What follows belongs to an exercise in optimizing a design on an open flow for small area, a short achievable clock period and few clock cycles per item; a production flow would make more cautious choices. RTL that was checked went through simulation tests only; none was proved equivalent to the original. For run 1, only the layout was checked, not whether the RTL still works. Power is estimated from default activity; no workload was simulated.

## flow/run.sh

```bash
#!/bin/bash
# synth_recipe.tcl (not shown) runs the flow's synth.tcl, then flattens the netlist and writes it again
# the make line also repeats each setting of config.mk as NAME=value (left out here)
make -C /OpenROAD-flow-scripts/flow DESIGN_CONFIG=/design/flow/config.mk WORK_HOME=/design/flow/orfs CLKGATE_MAP_FILE= SYNTH_SCRIPT=/design/flow/synth_recipe.tcl finish
```

## flow/config.mk

```make
export PLATFORM = sky130hd
export DESIGN_NAME = stream_credit_flow_control
export DESIGN_NICKNAME = stream_credit_flow_control
export VERILOG_FILES = /design/flow/design.v
export SDC_FILE = /design/flow/constraint.sdc
export NUM_CORES = 4
export LEC_CHECK = 0
export CAP_MARGIN = 20
export CORE_MARGIN = 2
export CORE_UTILIZATION = 65
export SETUP_SLACK_MARGIN = 5.0
export SLEW_MARGIN = 20
```

## flow/constraint.sdc

```tcl
create_clock -name core_clock -period 9.0 [get_ports {clk}]
set_input_delay 1.8000 -clock core_clock [delete_from_list [all_inputs] [get_ports {clk}]]
set_output_delay 1.8000 -clock core_clock [all_outputs]
set_load 0.01 [all_outputs]
```

## flow/design.v

```verilog
package scfc_pkg;
  localparam logic [2:0] OP_WRITE      = 3'd0;
  localparam logic [2:0] OP_CONSUME    = 3'd1;
  localparam logic [2:0] OP_WIN_UPDATE = 3'd2;
  localparam logic [2:0] OP_SHUTDOWN   = 3'd3;
  localparam logic [2:0] OP_PEER_CLOSE = 3'd4;
  localparam logic [2:0] OP_RESET      = 3'd5;
  localparam logic [2:0] OP_CLOSE      = 3'd6;
  localparam logic [1:0] MODE_OPEN      = 2'd0;
  localparam logic [1:0] MODE_HC_LOCAL  = 2'd1;
  localparam logic [1:0] MODE_HC_REMOTE = 2'd2;
  localparam logic [1:0] MODE_CLOSED    = 2'd3;
  localparam logic [1:0] KIND_STATUS     = 2'd0;
  localparam logic [1:0] KIND_DATA       = 2'd1;
  localparam logic [1:0] KIND_WIN_UPDATE = 2'd2;
  localparam logic [1:0] KIND_CLOSE      = 2'd3;
  localparam logic [2:0] STAT_OK       = 3'd0;
  localparam logic [2:0] STAT_CLOSED   = 3'd1;
  localparam logic [2:0] STAT_WAIT     = 3'd2;
  localparam logic [2:0] STAT_BUSY     = 3'd3;
  localparam logic [2:0] STAT_ABORTED  = 3'd4;
  localparam logic [2:0] STAT_TOO_LONG = 3'd5;
  localparam logic [15:0] LIM_RST     = 16'd16384;    
  localparam logic [30:0] HALF_RST    = 31'd131072;   
  localparam logic [31:0] CREDIT_RST  = 32'd262144;
endpackage
module scfc_add #(parameter int W = 16)
(
  input  logic [W-1:0] a,
  input  logic [W-1:0] b,
  input  logic         ci,
  output logic [W-1:0] s,
  output logic         co
);
  logic [W-1:0] p, g, pp, gg;
  always_comb begin
    p  = a ^ b;
    g  = a & b;
    pp = p;
    gg = g;
    gg[0] = g[0] | (p[0] & ci);
    for (int l = 0; (1 << l) < W; l++) begin
      for (int j = (2 << l) - 1; j < W; j += (2 << l)) begin
        gg[j] = gg[j] | (pp[j] & gg[j - (1 << l)]);
        pp[j] = pp[j] & pp[j - (1 << l)];
      end
    end
    for (int l = 4; l >= 0; l--) begin
      if ((2 << l) < W) begin
        for (int j = 3 * (1 << l) - 1; j < W; j += (2 << l)) begin
          gg[j] = gg[j] | (pp[j] & gg[j - (1 << l)]);
          pp[j] = pp[j] & pp[j - (1 << l)];
        end
      end
    end
    s  = p ^ {gg[W-2:0], ci};
    co = gg[W-1];
  end
endmodule
module scfc_front
(
  input  logic        req_valid,
  input  logic [2:0]  req_type,
  input  logic [31:0] req_amount,
  output logic        keep,
  output logic [6:0]  req_oh,
  output logic        big
);
  assign keep = req_valid && (req_type != 3'd7);
  assign big  = |req_amount[31:16];
  always_comb begin
    for (int i = 0; i < 7; i++) begin
      req_oh[i] = (req_type == 3'(i));
    end
  end
endmodule
module scfc_queue
(
  input  logic        clk,
  input  logic        rst,
  input  logic        keep,
  input  logic        big,
  input  logic [6:0]  req_oh,
  input  logic [31:0] req_amount,
  input  logic        pop,
  output logic        req_ready,
  output logic        q_valid,
  output logic [6:0]  q_oh,
  output logic        q_big,
  output logic [31:0] q_amount
);
  assign req_ready = !q_valid || pop;
  always_ff @(posedge clk) begin
    if (rst) begin
      q_valid <= 1'b0;
    end else if (req_ready) begin
      q_valid <= keep;
    end
  end
  always_ff @(posedge clk) begin
    if (req_ready) begin
      q_oh     <= req_oh;
      q_big    <= big;
      q_amount <= req_amount;
    end
  end
endmodule
module scfc_back
(
  input  logic        clk,
  input  logic        rst,
  input  logic        cfg_valid,
  output logic        cfg_ready,
  input  logic [1:0]  cfg_index,
  input  logic [31:0] cfg_data,
  output logic        rsp_valid,
  input  logic        rsp_ready,
  output logic [1:0]  rsp_frame_kind,
  output logic [31:0] rsp_frame_length,
  output logic [2:0]  rsp_status,
  output logic        rsp_last,
  output logic [1:0]  rsp_session_state,
  input  logic        q_valid,
  input  logic [6:0]  q_oh,
  input  logic        q_big,
  input  logic [31:0] q_amount,
  output logic        pop
);
  logic [15:0] lim;
  logic [30:0] half;
  logic [1:0]  mode, mode_n;
  logic [31:0] credit, credit_n;
  logic [15:0] pend, pend_n;
  logic [31:0] unack, unack_n;
  logic        drn, drn_n;
  logic        fx, fx_n;
  logic        ov;
  logic [1:0]  o_kind, kind_n;
  logic [31:0] o_len, len_n;
  logic [2:0]  o_stat, stat_n;
  logic        o_last, last_n;
  logic        word;
  logic adv;
  logic pnz, cnz;
  assign cfg_ready = 1'b1;
  assign adv       = !ov || rsp_ready;
  assign pop       = q_valid && !drn && adv;
  assign pnz       = |pend;
  assign cnz       = |credit;
  logic        sel_p, sel_c;
  logic [15:0] P;
  logic [31:0] C;
  assign sel_p = !drn && q_oh[scfc_pkg::OP_WRITE];
  assign sel_c = !drn && q_oh[scfc_pkg::OP_WIN_UPDATE];
  assign P = pend   | (sel_p ? q_amount[15:0] : 16'd0);
  assign C = credit | (sel_c ? q_amount : 32'd0);
  logic [15:0] X, d_px, d_cp, d_cl, c_hi_dec;
  logic        ge_px, ge_cp, ge_cl;
  logic        c_hi, p_lt_l, c_lt;
  logic        data;
  logic [15:0] chunk, P2;
  logic [31:0] C2;
  assign X = fx ? o_len[15:0] : lim;
  scfc_add #(16) u_px (.a(P),        .b(~X),    .ci(1'b1), .s(d_px),     .co(ge_px));
  scfc_add #(16) u_cp (.a(C[15:0]),  .b(~P),    .ci(1'b1), .s(d_cp),     .co(ge_cp));
  scfc_add #(16) u_cl (.a(C[15:0]),  .b(~lim),  .ci(1'b1), .s(d_cl),     .co(ge_cl));
  scfc_add #(16) u_cd (.a(C[31:16]), .b(16'hFFFF), .ci(1'b0), .s(c_hi_dec), .co());
  assign c_hi   = |C[31:16];
  assign p_lt_l = !ge_px;
  assign c_lt   = !c_hi && !ge_cp && !ge_cl;
  assign data   = (|P) && (|C);
  always_comb begin
    if (c_lt) begin
      chunk = C[15:0];
      C2    = 32'd0;
    end else if (p_lt_l) begin
      chunk = P;
      C2    = {ge_cp ? C[31:16] : c_hi_dec, d_cp};
    end else begin
      chunk = lim;
      C2    = {ge_cl ? C[31:16] : c_hi_dec, d_cl};
    end
    if (fx) begin
      P2 = d_px;
    end else if (c_lt) begin
      P2 = P;
    end else if (p_lt_l) begin
      P2 = 16'd0;
    end else begin
      P2 = d_px;
    end
  end
  logic [31:0] s_in, s_sum, s_sat;
  logic        s_co;
  assign s_in  = q_oh[scfc_pkg::OP_WIN_UPDATE] ? credit : unack;
  scfc_add #(32) u_sum (.a(s_in), .b(q_amount), .ci(1'b0), .s(s_sum), .co(s_co));
  assign s_sat = s_co ? 32'hFFFF_FFFF : s_sum;
  logic [33:0] cx, cy, cz, cs, cc, ct;
  logic        ge;
  assign cx = {2'b00, unack};
  assign cy = {2'b00, q_amount};
  assign cz = {3'b111, ~half};
  assign cs = cx ^ cy ^ cz;
  assign cc = {(cx[32:0] & cy[32:0]) | (cx[32:0] & cz[32:0]) | (cy[32:0] & cz[32:0]), 1'b1};
  scfc_add #(34) u_ge (.a(cs), .b(cc), .ci(1'b0), .s(ct), .co());
  assign ge = !ct[33];
  always_comb begin
    mode_n   = mode;
    credit_n = credit;
    pend_n   = pend;
    unack_n  = unack;
    drn_n    = drn;
    fx_n     = 1'b0;
    word     = 1'b0;
    kind_n   = scfc_pkg::KIND_STATUS;
    len_n    = 32'd0;
    stat_n   = scfc_pkg::STAT_OK;
    last_n   = 1'b1;
    if (drn) begin
      word     = 1'b1;
      pend_n   = P2;
      credit_n = C2;
      if (data) begin
        kind_n = scfc_pkg::KIND_DATA;
        len_n  = {16'd0, chunk};
        last_n = 1'b0;
        fx_n   = c_lt;
      end else begin
        stat_n = pnz ? scfc_pkg::STAT_WAIT : scfc_pkg::STAT_OK;
        drn_n  = 1'b0;
      end
    end else if (q_valid) begin
      word = 1'b1;
      unique case (1'b1)
        q_oh[scfc_pkg::OP_WRITE]: begin
          if (mode[0]) begin
            stat_n = scfc_pkg::STAT_CLOSED;
          end else if (pnz) begin
            stat_n = scfc_pkg::STAT_BUSY;
          end else if (q_big) begin
            stat_n = scfc_pkg::STAT_TOO_LONG;
          end else begin
            pend_n   = P2;
            credit_n = C2;
            if (data) begin
              kind_n = scfc_pkg::KIND_DATA;
              len_n  = {16'd0, chunk};
              last_n = 1'b0;
              drn_n  = 1'b1;
              fx_n   = c_lt;
            end else begin
              stat_n = (|P) ? scfc_pkg::STAT_WAIT : scfc_pkg::STAT_OK;
            end
          end
        end
        q_oh[scfc_pkg::OP_CONSUME]: begin
          if (ge) begin
            kind_n  = scfc_pkg::KIND_WIN_UPDATE;
            len_n   = s_sat;
            unack_n = 32'd0;
          end else begin
            unack_n = s_sum;
          end
        end
        q_oh[scfc_pkg::OP_WIN_UPDATE]: begin
          if (pnz && !cnz) begin
            pend_n   = P2;
            credit_n = C2;
            if (data) begin
              kind_n = scfc_pkg::KIND_DATA;
              len_n  = {16'd0, chunk};
              last_n = 1'b0;
              drn_n  = 1'b1;
              fx_n   = c_lt;
            end else begin
              stat_n = scfc_pkg::STAT_WAIT;
            end
          end else begin
            credit_n = s_sat;
            if (pnz) begin
              word  = 1'b0;
              drn_n = 1'b1;
            end
          end
        end
        q_oh[scfc_pkg::OP_SHUTDOWN]: begin
          if (mode == scfc_pkg::MODE_OPEN) begin
            mode_n = scfc_pkg::MODE_HC_LOCAL;
            kind_n = scfc_pkg::KIND_CLOSE;
          end else if (mode == scfc_pkg::MODE_HC_REMOTE) begin
            mode_n = scfc_pkg::MODE_CLOSED;
            kind_n = scfc_pkg::KIND_CLOSE;
          end else begin
            stat_n = scfc_pkg::STAT_CLOSED;
          end
        end
        q_oh[scfc_pkg::OP_PEER_CLOSE]: begin
          if (mode == scfc_pkg::MODE_HC_LOCAL) begin
            mode_n = scfc_pkg::MODE_CLOSED;
          end else if (mode == scfc_pkg::MODE_OPEN) begin
            mode_n = scfc_pkg::MODE_HC_REMOTE;
          end
        end
        q_oh[scfc_pkg::OP_RESET]: begin
          pend_n = 16'd0;
          mode_n = scfc_pkg::MODE_CLOSED;
          stat_n = pnz ? scfc_pkg::STAT_ABORTED : scfc_pkg::STAT_OK;
        end
        q_oh[scfc_pkg::OP_CLOSE]: begin
          pend_n = 16'd0;
          mode_n = scfc_pkg::MODE_CLOSED;
          stat_n = pnz ? scfc_pkg::STAT_ABORTED : scfc_pkg::STAT_OK;
          if (mode != scfc_pkg::MODE_CLOSED) begin
            kind_n = scfc_pkg::KIND_CLOSE;
          end
        end
        default: begin
          word = 1'b0;
        end
      endcase
    end
  end
  always_ff @(posedge clk) begin
    if (rst) begin
      mode  <= scfc_pkg::MODE_OPEN;
      pend  <= 16'd0;
      unack <= 32'd0;
      drn   <= 1'b0;
      fx    <= 1'b0;
      ov    <= 1'b0;
    end else if (adv) begin
      mode  <= mode_n;
      pend  <= pend_n;
      unack <= unack_n;
      drn   <= drn_n;
      fx    <= fx_n;
      ov    <= word;
    end
  end
  always_ff @(posedge clk) begin
    if (adv) begin
      o_kind <= kind_n;
      o_len  <= len_n;
      o_stat <= stat_n;
      o_last <= last_n;
    end
  end
  always_ff @(posedge clk) begin
    if (rst) begin
      lim    <= scfc_pkg::LIM_RST;
      half   <= scfc_pkg::HALF_RST;
      credit <= scfc_pkg::CREDIT_RST;
    end else begin
      if (cfg_valid && cfg_index == 2'd0) begin
        lim <= (cfg_data[15:11] == 5'd0) ? 16'd2048 : cfg_data[15:0];
      end
      if (cfg_valid && cfg_index == 2'd1) begin
        half <= cfg_data[31:1];
      end
      if (cfg_valid && cfg_index == 2'd2) begin
        credit <= cfg_data;
      end else if (adv) begin
        credit <= credit_n;
      end
    end
  end
  assign rsp_valid         = ov;
  assign rsp_frame_kind    = o_kind;
  assign rsp_frame_length  = o_len;
  assign rsp_status        = o_stat;
  assign rsp_last          = o_last;
  assign rsp_session_state = mode;
endmodule
module stream_credit_flow_control
(
  input  logic        clk,
  input  logic        rst,
  input  logic        req_valid,
  output logic        req_ready,
  input  logic [2:0]  req_type,
  input  logic [31:0] req_amount,
  output logic        rsp_valid,
  input  logic        rsp_ready,
  output logic [1:0]  rsp_frame_kind,
  output logic [31:0] rsp_frame_length,
  output logic [2:0]  rsp_status,
  output logic        rsp_last,
  output logic [1:0]  rsp_session_state,
  input  logic        cfg_valid,
  output logic        cfg_ready,
  input  logic [1:0]  cfg_index,
  input  logic [31:0] cfg_data
);
  logic        keep, big, pop;
  logic        q_valid, q_big;
  logic [6:0]  req_oh, q_oh;
  logic [31:0] q_amount;
  scfc_front u_front (
    .req_valid  (req_valid),
    .req_type   (req_type),
    .req_amount (req_amount),
    .keep       (keep),
    .req_oh     (req_oh),
    .big        (big)
  );
  scfc_queue u_queue (
    .clk        (clk),
    .rst        (rst),
    .keep       (keep),
    .big        (big),
    .req_oh     (req_oh),
    .req_amount (req_amount),
    .pop        (pop),
    .req_ready  (req_ready),
    .q_valid    (q_valid),
    .q_oh       (q_oh),
    .q_big      (q_big),
    .q_amount   (q_amount)
  );
  scfc_back u_back (
    .clk               (clk),
    .rst               (rst),
    .cfg_valid         (cfg_valid),
    .cfg_ready         (cfg_ready),
    .cfg_index         (cfg_index),
    .cfg_data          (cfg_data),
    .rsp_valid         (rsp_valid),
    .rsp_ready         (rsp_ready),
    .rsp_frame_kind    (rsp_frame_kind),
    .rsp_frame_length  (rsp_frame_length),
    .rsp_status        (rsp_status),
    .rsp_last          (rsp_last),
    .rsp_session_state (rsp_session_state),
    .q_valid           (q_valid),
    .q_oh              (q_oh),
    .q_big             (q_big),
    .q_amount          (q_amount),
    .pop               (pop)
  );
endmodule
```

==> out/results.ini, run 1 <==
[outcome]
run_status = no timing/DRC/antenna violations

[min_path]
worst_hold_startpoint = u_back.unack[24]
timing.hold.worst_path_depth = 2
class_of_the_tightest_hold_or_removal_check = flip-flop to flip-flop
timing.hold.worst_endpoint = u_back.unack[24]

[placed_design]
place.detailed.instances = 2170
finalWeightedCongestion = 0.997
dpl_cell_area_mm2 = 0.0167
placement.io_buffers = 115
hpwl_mm = 36.9

[sta]
slew_headroom_pct = 19.6
grt_setup_unrepaired = yes
min_period_ps = 4210
highest_clock_frequency_the_design_can_meet_ghz = 0.238
whs_ps = 455
timing_worst_slew_pin_value_ps = 1170
fin_setup_tns_ps = 0
finalHoldViolCount = 0
finalCritPeriodShare_pct = 46.8
drv_slew = 0
clock_tree_skew_after_final_layout_ps = 12.9
final-setup-viol-count = 0

[global_route]
overflow = 0
grt_max_degree = 84
grt_use_total_pct = 43.6
global_route_wire_length_before_repair_mm = 82.1
initial_antenna_violation_count = 1
number_of_global_route_vias_before_repair = 14400

[floorplan]
start_util_pct = 65.8
fp.dieW_um = 157
die_height_um = 157
ioPinCount = 117
core_mm2 = 0.0233
num_rows = 56
floorplan.die_area_mm2 = 0.0248

[drt]
avgViaCountPerCell = 6.82
drt-initial-drc-count = 2416
routed_wire_length_per_instance_um = 25.7
drtAntennaViolNets = 0
remaining_drc_errors = 0
drt-pass1-iter-count = 7
wirelength_mm = 59.8
via_count = 15900

[synth]
count_of_flip_flops_with_a_built_in_enable_after_synthesis = 78
async_flop_share_pct = 0
syn-num-nets = 2062
synth-main-ff-cell = sky130_fd_sc_hd__dfxtp_1
syn_area_mm2 = 0.0153
synth_seq_area_share_pct = 32.7
synth_area_per_cell_um2 = 8.49
netlist-cell-type-count = 70
ys_ff_latch = 211
synth_cells = 1803
yosys_warnings = 6

[pwr]
vdd_ir_drop_max_mv = 0.153
power.total_mw = 2.94
p_per_area_mw_per_mm2 = 149
leakage_nw = 8.21

[finish]
area.growth.synth_to_final_pct = 29.1
nets = 2249
layout_common_cells = sky130_fd_sc_hd__nand2_1, sky130_fd_sc_hd__inv_1, sky130_fd_sc_hd__a21oi_1, sky130_fd_sc_hd__nor2_1, sky130_fd_sc_hd__dfxtp_1
final-seq-area_mm2 = 0.00501
multiInputGateArea_mm2 = 0.0102
fill_cells = 1356
final_layout_size_suffix_gt1_share_pct = 16.6
design_area_mm2 = 0.0198
layout.cells.most_common = sky130_fd_sc_hd__nand2_1
final_cells = 2328

[setup_path]
r2r.worst_path.cells = 17
r2r_end = u_back.o_len[4]
setup.reg_to_reg.worst_slack_ps = 4790
critPathRequiredTime_ps = 9260
critical_path.startpoint_type = flip-flop
worstPathArrival_ps = 4470
r2r_start = u_queue.q_oh[2]
end_kind = flip-flop
worst-setup-path-type = flip-flop to flip-flop
crit_path_max_fanout = 9

[cts]
tritoncts_clock_tree = yes
clock_path_buffers = 3
master_cell_of_the_clock_root_buffer = sky130_fd_sc_hd__clkbuf_16
clk_latency_ps = 550
cts_made_buffers = 24
cts.sinks = 211
clock_transition_at_path_regs_ps = 60
number_of_hold_repair_buffers_added_at_the_cts_stage = 0
h-tree-depth = 1

[run]
maxCapViolCount = 0

[layer usage]
metal,vias to the layer above,global-route usage [%],share of wire [%]
met5,-,0,0.028
li1,6744,-,-
met3,321,13.5,15
met2,1397,62.6,42
met1,7404,61.3,37
met4,2,17.6,6.1
[how the worst max path moves through the flow]
stage | from | endpoint | slack (ps)
6_report | u_queue.q_oh[2] | u_back.o_len[4] | 4790
2_1_floorplan | rsp_ready | req_ready | 4420
4_1_cts | u_queue.q_amount[1] | u_back.o_len[8] | 4780
5_1_grt | u_queue.q_oh[2] | u_back.o_len[15] | 4720
3_3_place_gp | u_queue.q_oh[2] | u_back.pend[5] | 3580
3_5_place_dp | u_queue.q_oh[2] | u_back.pend[5] | 3370
[area by class of cell]
| cell class | instances | area share [%] |
|---|---|---|
| Antenna cell | 1 | 0.0127 |
| Clock buffer | 33 | 3.36 |
| Clock inverter | 11 | 0.576 |
| Inverter | 191 | 3.63 |
| Multi-Input combinational cell | 1313 | 51.7 |
| Sequential cell | 211 | 25.4 |
| Tap cell | 319 | 2.02 |
| Timing Repair Buffer | 249 | 13.4 |
[what timing repair did]
action	CTS	global route
setup endpoints to repair	118	114
pin swaps	36	57
buffers inserted	48	50
resized for setup	120	120
cloned	8	7
[kinds of logic after synthesis]
| family | share of synthesized area [%] |
|---|---|
| AND/OR/NAND/NOR | 15.9 |
| AO/OA/AOI/OAI | 22.0 |
| buffers and inverters | 7.04 |
| flip-flops | 32.7 |
| adder cells (fa/ha/maj) | 18.6 |
| XOR/XNOR | 2.63 |
| multiplexers | 1.19 |
| other | 0.0245 |
[Yosys cell counts, types with 5 or more instances]
| cell type | instances | area share [%] |
|---|---|---|
| sky130_fd_sc_hd__a41oi_1 | 5 | 0.29 |
| sky130_fd_sc_hd__a21o_1 | 74 | 3.6 |
| sky130_fd_sc_hd__o22ai_1 | 33 | 1.3 |
| sky130_fd_sc_hd__nor2b_1 | 11 | 0.45 |
| sky130_fd_sc_hd__o21a_1 | 16 | 0.78 |
| sky130_fd_sc_hd__nand2b_1 | 11 | 0.45 |
| sky130_fd_sc_hd__o211ai_1 | 5 | 0.25 |
| sky130_fd_sc_hd__inv_1 | 190 | 4.7 |
| sky130_fd_sc_hd__a2111oi_0 | 5 | 0.29 |
| sky130_fd_sc_hd__and3_1 | 9 | 0.37 |
| sky130_fd_sc_hd__o21ai_0 | 81 | 2.6 |
| sky130_fd_sc_hd__mux2i_1 | 16 | 1.0 |
| sky130_fd_sc_hd__buf_2 | 9 | 0.29 |
| sky130_fd_sc_hd__a21oi_1 | 176 | 5.8 |
| sky130_fd_sc_hd__nand2_1 | 199 | 4.9 |
| sky130_fd_sc_hd__o221ai_1 | 16 | 0.92 |
| sky130_fd_sc_hd__nand3_1 | 57 | 1.9 |
| sky130_fd_sc_hd__and2_1 | 8 | 0.33 |
| sky130_fd_sc_hd__xnor2_1 | 34 | 1.9 |
| sky130_fd_sc_hd__o21bai_1 | 5 | 0.25 |
| sky130_fd_sc_hd__nor2_1 | 154 | 3.8 |
| sky130_fd_sc_hd__o21ai_1 | 7 | 0.23 |
| sky130_fd_sc_hd__nand4_1 | 14 | 0.57 |
| sky130_fd_sc_hd__ha_1 | 115 | 9.4 |
| sky130_fd_sc_hd__xor2_1 | 12 | 0.69 |
| sky130_fd_sc_hd__edfxtp_1 | 78 | 15 |
| sky130_fd_sc_hd__a211oi_1 | 25 | 1.2 |
| sky130_fd_sc_hd__or3_1 | 8 | 0.33 |
| sky130_fd_sc_hd__nor3_1 | 20 | 0.65 |
| sky130_fd_sc_hd__a31oi_1 | 10 | 0.41 |
| sky130_fd_sc_hd__a22oi_1 | 43 | 2.1 |
| sky130_fd_sc_hd__fa_1 | 70 | 9.2 |
| sky130_fd_sc_hd__nor4_1 | 15 | 0.61 |
| sky130_fd_sc_hd__dfxtp_1 | 133 | 17 |
| sky130_fd_sc_hd__clkbuf_1 | 71 | 1.7 |
[per-stage QoR]
step	utilization (%)	setup WS [ps]
after floorplan	-	4420
after global placement	71.9	3580
after detailed placement	71.9	3370
after CTS	80.2	4780
after global routing	84.9	4720
final	84.9	4790
[sequential cells by signal, summed over array words and instances, names as in the netlist, 2 cells and up]
signal / count
u_back.credit: 32
u_back.half: 31
u_back.lim: 16
u_back.mode: 2
u_back.o_kind: 2
u_back.o_len: 32
u_back.o_stat: 3
u_back.pend: 16
u_back.unack: 32
u_queue.q_amount: 32
u_queue.q_oh: 7
[critical path, stage by stage, from the launching register on]
cell                        delay, ps
sky130_fd_sc_hd__edfxtp_1         520
sky130_fd_sc_hd__buf_12           190
sky130_fd_sc_hd__nor2b_4          140
sky130_fd_sc_hd__buf_12           150
sky130_fd_sc_hd__a21oi_4          200
sky130_fd_sc_hd__nand2_1          130
sky130_fd_sc_hd__ha_4             200
sky130_fd_sc_hd__nand2b_1         210
sky130_fd_sc_hd__o41ai_4          100
sky130_fd_sc_hd__o32ai_2          140
sky130_fd_sc_hd__a221o_1          360
sky130_fd_sc_hd__a31o_4           310
sky130_fd_sc_hd__a311oi_4         470
sky130_fd_sc_hd__buf_4            250
sky130_fd_sc_hd__clkbuf_16        180
sky130_fd_sc_hd__a211oi_1          60
sky130_fd_sc_hd__a21oi_1          180
sky130_fd_sc_hd__o22ai_2          100
[power breakdown]
part	switching, mW	internal (mW)
Clock	0.426	0.573
Combinational	0.498	0.377
Sequential	0.0406	1.02
Total	0.965	1.97
==> inputs of run 2 (changes only) <==
--- a/flow/design.v
+++ b/flow/design.v
@@ -233,3 +233,3 @@
       word = 1'b1;
-      unique case (1'b1)
+      case (1'b1)
         q_oh[scfc_pkg::OP_WRITE]: begin
--- a/flow/config.mk
+++ b/flow/config.mk
@@ -9,4 +9,4 @@
 export CORE_MARGIN = 2
-export CORE_UTILIZATION = 65
-export SETUP_SLACK_MARGIN = 5.0
+export CORE_UTILIZATION = 40
+export SETUP_SLACK_MARGIN = 4.5
 export SLEW_MARGIN = 20
==> run 2 against run 1 <==
Net effect: still clean on timing, DRC and antenna; critical path depth decreased by 8; cell count up 5.1%; clock skew grew 2.1 ps; combinational power is 4.9% lower; setup slack got worse by 90 ps; design area fell by 5.8%; routed wire length down 9.8%; synthesized cell count increased by 1.0%; worst hold slack barely moved; first-iteration DRC count down 54%; critical path type unchanged; largest power group unchanged.
==> out/results.ini, run 2 <==
[outcome]
run_status = no timing/DRC/antenna violations  ; unchanged

[cts]
cts_made_buffers = 26  ; was 24
number_of_hold_repair_buffers_added_at_the_cts_stage = 0  ; unchanged
clock_path_buffers = 3  ; unchanged
clock_transition_at_path_regs_ps = 60  ; about the same
tritoncts_clock_tree = yes  ; unchanged
h-tree-depth = 1  ; unchanged
clk_latency_ps = 570  ; was 550 ps
cts.sinks = 211  ; unchanged
master_cell_of_the_clock_root_buffer = sky130_fd_sc_hd__clkbuf_16  ; unchanged

[synth]
synth-main-ff-cell = sky130_fd_sc_hd__dfxtp_1  ; unchanged
synth_largest_type_area_fraction_pct = 16.8  ; was 17.4%
synth_area_per_cell_um2 = 8.72  ; was 8.49 um2
syn-num-nets = 2080  ; was 2062
yosys_warnings = 6  ; unchanged
synth_cells = 1821  ; was 1803
ys_top_cells_by_area = sky130_fd_sc_hd__dfxtp_1, sky130_fd_sc_hd__edfxtp_1, sky130_fd_sc_hd__ha_1  ; unchanged
synth_seq_area_share_pct = 31.5  ; was 32.7%
synth_cell_count_leaders = sky130_fd_sc_hd__inv_1, sky130_fd_sc_hd__nand2_1, sky130_fd_sc_hd__a21oi_1, sky130_fd_sc_hd__dfxtp_1, sky130_fd_sc_hd__nor2_1  ; was sky130_fd_sc_hd__nand2_1, sky130_fd_sc_hd__inv_1, sky130_fd_sc_hd__a21oi_1, sky130_fd_sc_hd__nor2_1, sky130_fd_sc_hd__dfxtp_1
synthMostInstantiatedCell = sky130_fd_sc_hd__inv_1  ; was sky130_fd_sc_hd__nand2_1
syn_area_mm2 = 0.0159  ; was 0.0153 mm2
count_of_flip_flops_with_a_built_in_enable_after_synthesis = 78  ; unchanged
post-synth-top-area-cell = sky130_fd_sc_hd__dfxtp_1  ; unchanged
async_flop_share_pct = 0  ; unchanged
ys_ff_latch = 211  ; unchanged
netlist-cell-type-count = 77  ; was 70

[finish]
layout.cells.most_common = sky130_fd_sc_hd__inv_1  ; was sky130_fd_sc_hd__nand2_1
post_layout_util_pct = 47.2  ; was 84.9%
nets = 2160  ; was 2249
final_layout_size_suffix_gt1_share_pct = 7.70  ; was 16.6%
layout_common_cells = sky130_fd_sc_hd__inv_1, sky130_fd_sc_hd__nand2_1, sky130_fd_sc_hd__a21oi_1, sky130_fd_sc_hd__dfxtp_1, sky130_fd_sc_hd__nor2_1  ; was sky130_fd_sc_hd__nand2_1, sky130_fd_sc_hd__inv_1, sky130_fd_sc_hd__a21oi_1, sky130_fd_sc_hd__nor2_1, sky130_fd_sc_hd__dfxtp_1
num_antenna_cells = 0  ; was 1
area.growth.synth_to_final_pct = 17.2  ; was 29.1%
fill_cells = 3877  ; was 1356
multiInputGateArea_mm2 = 0.00985  ; was 0.0102 mm2
final-seq-area_mm2 = 0.00501  ; unchanged

[floorplan]
core_mm2 = 0.0395  ; was 0.0233 mm2
start_util_pct = 40.3  ; was 65.8%
floorplan.die_area_mm2 = 0.0413  ; was 0.0248 mm2
die_height_um = 203  ; was 157 um
fp.dieW_um = 203  ; was 157 um
ioPinCount = 117  ; unchanged
num_rows = 73  ; was 56

[sta]
timing_worst_slew_pin_value_ps = 1140  ; was 1170 ps
clock_tree_skew_after_final_layout_ps = 15.0  ; was 12.9 ps
highest_clock_frequency_the_design_can_meet_ghz = 0.233  ; was 0.238 GHz
fin_setup_tns_ps = 0  ; unchanged
finalCritPeriodShare_pct = 47.8  ; was 46.8%
slew_headroom_pct = 23.6  ; was 19.6%
drv_slew = 0  ; unchanged
layout_setup_ws_ps = 4700  ; was 4790 ps
final-setup-viol-count = 0  ; unchanged
min_period_ps = 4300  ; was 4210 ps
finalHoldViolCount = 0  ; unchanged
grt_setup_unrepaired = no  ; was yes

[setup_path]
r2r_start = u_back.pend[2]  ; was u_queue.q_oh[2]
worstPathArrival_ps = 4770  ; was 4470 ps
r2r.worst_path.cells = 9  ; was 17
worst-setup-path-type = flip-flop to flip-flop  ; unchanged
worstSetupStartpoint = u_back.pend[2]  ; was u_queue.q_oh[2]
crit_path_max_fanout = 13  ; was 9
cp_endpoint = u_back.credit[30]  ; was u_back.o_len[4]
setup.reg_to_reg.worst_slack_ps = 4700  ; was 4790 ps
critical_path.startpoint_type = flip-flop  ; unchanged
r2r_end = u_back.credit[30]  ; was u_back.o_len[4]
end_kind = flip-flop  ; unchanged
critPathRequiredTime_ps = 9470  ; was 9260 ps

[pwr]
leakage_nw = 8.16  ; was 8.21 nW
p_per_area_mw_per_mm2 = 161  ; was 149 mW/mm2
internal_power_mw = 2.00  ; was 1.97 mW
switching_share_pct = 33.2  ; was 32.9%
p_comb_share_pct = 27.8  ; was 29.8%
pwr-share-clk_pct = 36.2  ; was 34.0%
vdd_ir_drop_max_mv = 0.127  ; was 0.153 mV
seq_power_share_pct = 36.1  ; was 36.2%
switching_power_uw = 994  ; was 966 uW

[global_route]
global_route_wire_length_before_repair_mm = 82.6  ; was 82.1 mm
grt_max_degree = 84  ; unchanged
initial_antenna_violation_count = 0  ; was 1
grt_use_total_pct = 26.0  ; was 43.6%
number_of_global_route_vias_before_repair = 14100  ; was 14400
overflow = 0  ; unchanged

[min_path]
class_of_the_tightest_hold_or_removal_check = flip-flop to flip-flop  ; unchanged

[drt]
drt-initial-drc-count = 1109  ; was 2416
via_count = 14200  ; was 15900
avgViaCountPerCell = 5.81  ; was 6.82
remaining_drc_errors = 0  ; unchanged
wirelength_mm = 54.0  ; was 59.8 mm
drtAntennaViolNets = 0  ; unchanged
routed_wire_length_per_instance_um = 22.1  ; was 25.7 um
drt-pass1-iter-count = 8  ; was 7

[placed_design]
hpwl_mm = 40.7  ; was 36.9 mm
dp_slack_ps = 3780  ; was 3370 ps
placement.io_buffers = 115  ; unchanged
finalWeightedCongestion = 0.921  ; was 0.997

[run]
maxCapViolCount = 0  ; unchanged

-- run 2: worst min-delay path by stage --
stage                           startpoint          endpoint  slack [ps]  depth (start not counted)
final                     u_back.unack[15]  u_back.unack[15]         460                          2
after CTS                 u_back.unack[15]  u_back.unack[15]         450                          2
after detailed placement  u_back.unack[15]  u_back.unack[15]         450                          2
after global routing        u_back.lim[12]    u_back.lim[12]         480                          2
after global placement    u_back.unack[15]  u_back.unack[15]         440                          2
after floorplan           u_back.unack[15]  u_back.unack[15]         430                          2
-- run 2: critical path: stages (launching register included) --
cell and delay, ps:
sky130_fd_sc_hd__dfxtp_1 330, sky130_fd_sc_hd__nor4_1 500, sky130_fd_sc_hd__nand4_1 590, sky130_fd_sc_hd__o31ai_1 830
sky130_fd_sc_hd__nand3_1 420, sky130_fd_sc_hd__or2_2 390, sky130_fd_sc_hd__a21oi_1 360, sky130_fd_sc_hd__buf_4 310
sky130_fd_sc_hd__nor2_1 160, sky130_fd_sc_hd__o32ai_1 290
-- run 2: layer usage --
layer  wire length [um]  track usage, %  part of all wire, %
met5                  0               0                    0
met4               2150            9.54                  4.0
met3               2650            2.94                  4.9
met2              26700            45.7                   49
met1              22500            32.9                   42
-- run 2: logic make-up after synthesis --
| logic type | share of synthesized area, % |
|---|---|
| compound gates | 22.8 |
| simple gates | 14.7 |
| buf+inv | 7.44 |
| flops | 31.5 |
| fa+ha+maj | 17.9 |
| mux | 3.43 |
| xor+xnor | 2.21 |
| other cells | 0.0236 |
-- run 2: final cells by class --
type / count / area share [%]
clock buffers: 34 / 3.93
clock inverters: 14 / 0.692
inverters: 214 / 4.32
multi-input cells: 1302 / 52.9
flip-flops and latches: 211 / 26.9
well taps: 525 / 3.53
repair buffers: 146 / 7.69
-- run 2: per-stage QoR --
stage	area, um2	power [mW]	std cells	hold WS [ps]
4_1_cts	18500	2.99	2438	455
3_5_place_dp	17500	1.89	2389	446
3_3_place_gp	17500	1.88	2388	439
2_1_floorplan	15900	1.62	1821	432
6_report	18600	3.00	2446	455
5_1_grt	18600	3.14	2446	484
-- run 2: what timing repair did --
item	in CTS	in global routing
buffers inserted	1	8
setup endpoints to repair	79	92
pin swaps	1	2
gates resized for setup	21	19
-- run 2: power by group through the flow --
stage	Combinational, mW	Sequential, mW	Clock [mW]
2_1_floorplan	0.539	1.08	0
3_3_place_gp	0.776	1.10	0
3_5_place_dp	0.790	1.10	0
4_1_cts	0.802	1.08	1.10
5_1_grt	0.917	1.08	1.14
6_report	0.832	1.08	1.08
Testbench counts of run 2, summed over its fixed seeds: cycles 7,795, items 3,200.

==> what the ideal ports hide <==
No port has a modelled driver above. Below, the same layouts with a new extraction and two added sets of constraints.
Step 1 (the two cells are an assumption about what drives the block):
set clk [get_ports {clk}]
set_driving_cell -lib_cell sky130_fd_sc_hd__clkbuf_16 $clk
set_driving_cell -lib_cell sky130_fd_sc_hd__buf_2 [delete_from_list [all_inputs] $clk]
Step 2, shift: input delay + t, output delay - t, t = (earliest + latest rising clock arrival at the registers) / 2. This alone moves slack from input paths to output paths.
Three values: ideal, step 1, step 2; two values: the first two.
run | t (ns) | setup WS [ns] | worst register clock-pin slew, ns | worst data-port slew with drivers (ns)
run 1 | 0.593 | 4.792 / 4.792 / 4.578 | 0.07 / 0.07 | 0.05
run 2 | 0.619 | 4.701 / 4.701 / 4.215 | 0.06 / 0.06 | 0.04
After both steps every run listed still meets setup and hold. For run 2, which loses most, drivers alone change the setup slack by 0.000 ns; drivers and shift together by -0.486 ns.
